What follows belongs to an exercise in optimizing a design on an open flow for small area, a short achievable clock period and few clock cycles; a production flow would make more cautious choices. Only simulation tests tie the RTL to the original design; equivalence was not proved. Power figures rest on the tool's default switching activity, not on a simulated workload.

run 1:
// keyed_slot_table_top
module keyed_slot_table_top
(
    input  logic                  clk,
    input  logic                  rst_n,
    input  logic                  in_valid,
    output logic                  in_stall,
    input  logic                  command,
    input  logic [FLOOR_BITS-1:0] key_floor,
    input  logic [TIME_BITS-1:0]  entry_time,
    output logic                  out_valid,
    input  logic                  out_stall,
    output logic [1:0]            status,
    output logic [TIME_BITS-1:0]  removed_time,
    output logic [OCC_BITS-1:0]   occupancy,
    output logic [OCC_BITS-1:0]   removed_count,
    output logic                  last,
    input  logic                  cfg_valid,
    output logic                  cfg_ready,
    input  logic [OCC_BITS-1:0]   cfg_data
);
Size: ~100 I/O pins, about 54000 um^2 of cells after synthesis.
clock: 8.0 ns
lec_check: 0
abc_clock_period_in_ps: 3000
cap_margin: 20
core_margin: 2
core_utilization: 55
cts_cluster_diameter: 80
cts_cluster_size: 28
setup_slack_margin: 5
slew_margin: 20
tns_end_percent: 5
run.sh (not shown) runs the stock make flow with config.mk's settings and CLKGATE_MAP_FILE= SYNTH_SCRIPT=/design/flow/synth_recipe.tcl, a recipe that flattens the netlist after the stock synthesis.
Testbench counts of run 1, summed over its fixed seeds: cycles 5,727.
Inputs modified between run 1 and run 2:
diff --git a/flow/config.mk b/flow/config.mk
--- a/flow/config.mk
+++ b/flow/config.mk
@@ -9,8 +9,8 @@
 export CAP_MARGIN = 20
 export CORE_MARGIN = 2
-export CORE_UTILIZATION = 55
+export CORE_UTILIZATION = 45
 export CTS_CLUSTER_DIAMETER = 80
 export CTS_CLUSTER_SIZE = 28
+export PLACE_DENSITY = 0.75
 export SETUP_SLACK_MARGIN = 5
 export SLEW_MARGIN = 20
-export TNS_END_PERCENT = 5
Findings:
- Run 2 completed; timing, DRC and antenna clean
- The estimated power of run 2 ends up lower than the estimate for run 1.
- The power density relative to cell area number comes out higher for run 1 vs run 2.
- Run 2 has more setup slack than run 1.
- Run 2 vs run 1: layout buffering overhead excluding clock cells down in run 2
- Run 1 reports its last element of the critical path as u_ctrl.res_reg[37] while run 2 reports removed_time[1].
- As of run 2, number of placement rows had risen by more than 10% compared to run 1.
- Taking run 1 over run 2, the number of standard cells in the final layout excluding fillers ratio works out to 0.936.
- Wire length on met3, run 2 and run 1: lower on run 1
- When run 2 is set beside run 1, its final critical path time including I/O delays and setup turns out to be 0.18 ns smaller.
- Core util | run 2 vs run 1 | run 2 lower
- Global-route met1 utilization in run 2 is 10 points lower than in run 1
## Diff of input files: run 3 against run 2
diff --git a/flow/config.mk b/flow/config.mk
--- a/flow/config.mk
+++ b/flow/config.mk
@@ -9,8 +9,7 @@
 export CAP_MARGIN = 20
 export CORE_MARGIN = 2
-export CORE_UTILIZATION = 45
+export CORE_UTILIZATION = 55
 export CTS_CLUSTER_DIAMETER = 80
 export CTS_CLUSTER_SIZE = 28
-export PLACE_DENSITY = 0.75
 export SETUP_SLACK_MARGIN = 5
 export SLEW_MARGIN = 20
Results
Run 3 completed; timing, DRC and antenna clean
Lower multi-input gate area in the final layout was reported by run 2, not run 3.
Reported for run 2 and run 3, number of I/O pins turned out identical to the last digit.
Comparing run 2 and run 3, the higher fraction of met3 tracks used by global routing was measured on run 3.
Sort run 2 and run 3 by total placed cells including tap cells desc -> top: run 2
Compared with run 2, run 3 shows a width of the die that is 9.4% lower.
Run 3: final cell count lower than run 2
Input changes introduced in run 4 (baseline for comparison: run 3):
diff --git a/flow/config.mk b/flow/config.mk
--- a/flow/config.mk
+++ b/flow/config.mk
@@ -9,5 +9,5 @@
 export CAP_MARGIN = 20
 export CORE_MARGIN = 2
-export CORE_UTILIZATION = 55
+export CORE_UTILIZATION = 45
 export CTS_CLUSTER_DIAMETER = 80
 export CTS_CLUSTER_SIZE = 28
[summary]
Share of the cycle needed by the critical path after routing ends up lower on run 3.
The total power of run 4 was superior to that of run 3.
Going from run 3 to run 4, number of clock-tree buffers in the layout fell about 4%, met3 layer usage reported by global route went down 0.89 points, sequential share of cell area dropped 0.27 points.
Final critical-path setup slack, run 4 and run 3: larger value in run 3
Total clock buffers created by CTS (higher): run 4
Higher non-clock buffer count goes to run 3 over run 4.
For run 5, these inputs were changed with respect to run 4:
diff --git a/flow/config.mk b/flow/config.mk
--- a/flow/config.mk
+++ b/flow/config.mk
@@ -9,7 +9,8 @@
 export CAP_MARGIN = 20
 export CORE_MARGIN = 2
-export CORE_UTILIZATION = 45
-export CTS_CLUSTER_DIAMETER = 80
-export CTS_CLUSTER_SIZE = 28
+export CORE_UTILIZATION = 55
+export CTS_CLUSTER_DIAMETER = 70
+export CTS_CLUSTER_SIZE = 30
+export PLACE_DENSITY = 0.75
 export SETUP_SLACK_MARGIN = 5
 export SLEW_MARGIN = 20
==> results.txt <==
Looking at post-layout instance area across run 4 and run 5, the one that comes out higher is run 4.
Run 4 and run 5 ended up with roughly the same relative slew slack.
In run 5 the first-pass GRT wire length turned out 3.8% lower than in run 4.
Looking at run 4 and run 5, the measured slew at the worst slew-check pin is a wash.

Another version of the RTL of keyed_slot_table_top (not shown whole).
For scale: roughly 1400 flip-flops, roughly 100 I/O pins.
## keyed_slot_table_top
module keyed_slot_table_top
(
    input  logic                  clk,
    input  logic                  rst_n,
    input  logic                  in_valid,
    output logic                  in_stall,
    input  logic                  command,
    input  logic [FLOOR_BITS-1:0] key_floor,
    input  logic [TIME_BITS-1:0]  entry_time,
    output logic                  out_valid,
    input  logic                  out_stall,
    output logic [1:0]            status,
    output logic [TIME_BITS-1:0]  removed_time,
    output logic [OCC_BITS-1:0]   occupancy,
    output logic [OCC_BITS-1:0]   removed_count,
    output logic                  last,
    input  logic                  cfg_valid,
    output logic                  cfg_ready,
    input  logic [OCC_BITS-1:0]   cfg_data
);
export LEC_CHECK = 0
export ABC_CLOCK_PERIOD_IN_PS = 3000
export CAP_MARGIN = 20
export CORE_MARGIN = 2
export CORE_UTILIZATION = 45
export SETUP_SLACK_MARGIN = 4.8
export SLEW_MARGIN = 20
create_clock -name core_clock -period 8.0 [get_ports {clk}]
Testbench counts at the start, summed over its fixed seeds: cycles 5,727.
Then changed:
--- a/flow/config.mk
+++ b/flow/config.mk
@@ -12 +12,3 @@
-export SETUP_SLACK_MARGIN = 4.8
+export CTS_CLUSTER_DIAMETER = 80
+export CTS_CLUSTER_SIZE = 24
+export SETUP_SLACK_MARGIN = 5
Effect: Clock-buffer cell count shrinks by 96; routed wire length increases by 6.1%; total power goes down by 16%; combinational power is higher by 9.4%; core utilization decreases by 0.94 points; final cell count drops by 1.5%; worst setup slack improved by 0.16 ns.

== v6 ==
Another version of the RTL of keyed_slot_table_top (not shown whole).
For scale: roughly 4500 cells after synthesis, ~56000 um^2 of cells after synthesis.
make LEC_CHECK=0 ABC_AREA=1 ABC_CLOCK_PERIOD_IN_PS=3000 CAP_MARGIN=20 CORE_MARGIN=2 CORE_UTILIZATION=45 CTS_CLUSTER_DIAMETER=80 CTS_CLUSTER_SIZE=28 SETUP_SLACK_MARGIN=5 SLEW_MARGIN=20 finish   # period 8.0 ns
Testbench counts of v6, summed over its fixed seeds: cycles 5,727.
Changes in v7 relative to v6:
- ABC_AREA removed (was 1)
- CTS_CLUSTER_SIZE changed from 28 to 24
Notes after the runs:
v7 has completed all stages; timing, DRC and antenna checks passed.
v7 vs v6, worst setup path endpoint: u_ctrl.valid_reg[29] vs removed_time[2]
Compared to v6, v7 shows a narrower setup margin.
v6 has a lower worst-case setup slack after placement than v7.
Compared with v6, in v7 clock network fraction of total power down 1.9 points, combined flip-flop and latch cell area flat, post-route minimum period up 3.7 ps, area of the die down about 3.7%, design internal power up 4.5%.
Routed wire length (v7 / v6): 0.904
Uppermost signal routing layer after detailed routing: met4 -> v7, met5 -> v6

## separate check: timing with driven ports
The results above use ideal ports. As a check the final layouts listed here were re-extracted and re-timed, cells and wires unchanged.
Step 1 sets driving cells, clkbuf_16 on the clock port and buf_2 on the other inputs (assumed; they add their load-dependent delay and slew).
Step 2 moves the port delays by t, midway between the first and last clock arrival at a register: inputs arrive t later, outputs are due t later. That takes back most of the time a late clock gives input paths.
Slacks: no drivers / after step 1 / after step 2; pairs: no drivers / after step 1.
run | shift t [ns] | setup slack, ns | worst setup path after step 2 | clock arrival spread, ns
run 1 | 0.766 | 4.793 / 4.770 / 4.207 | input to register | 0.024 / 0.024
run 2 | 0.751 | 4.969 / 4.899 / 4.287 | input to register | 0.035 / 0.034
run 3 | 0.770 | 4.956 / 4.881 / 4.363 | input to register | 0.024 / 0.025
run 4 | 0.798 | 4.887 / 4.817 / 4.343 | input to register | 0.062 / 0.063
run 5 | 0.749 | 4.968 / 4.900 / 4.358 | input to register | 0.038 / 0.038
the first run of note 2 | 0.804 | 4.801 / 4.759 / 4.178 | input to register | 0.028 / 0.028
the second run of note 2 | 0.746 | 4.961 / 4.902 / 4.318 | input to register | 0.040 / 0.040
v6 | 0.776 | 4.918 / 4.840 / 4.478 | input to register | 0.057 / 0.057
v7 | 0.729 | 4.915 / 4.915 / 4.383 | input to register | 0.044 / 0.044
After both steps every run listed still meets setup and hold. For run 2, which loses most, drivers alone change the setup slack by -0.070 ns; drivers and shift together by -0.682 ns.
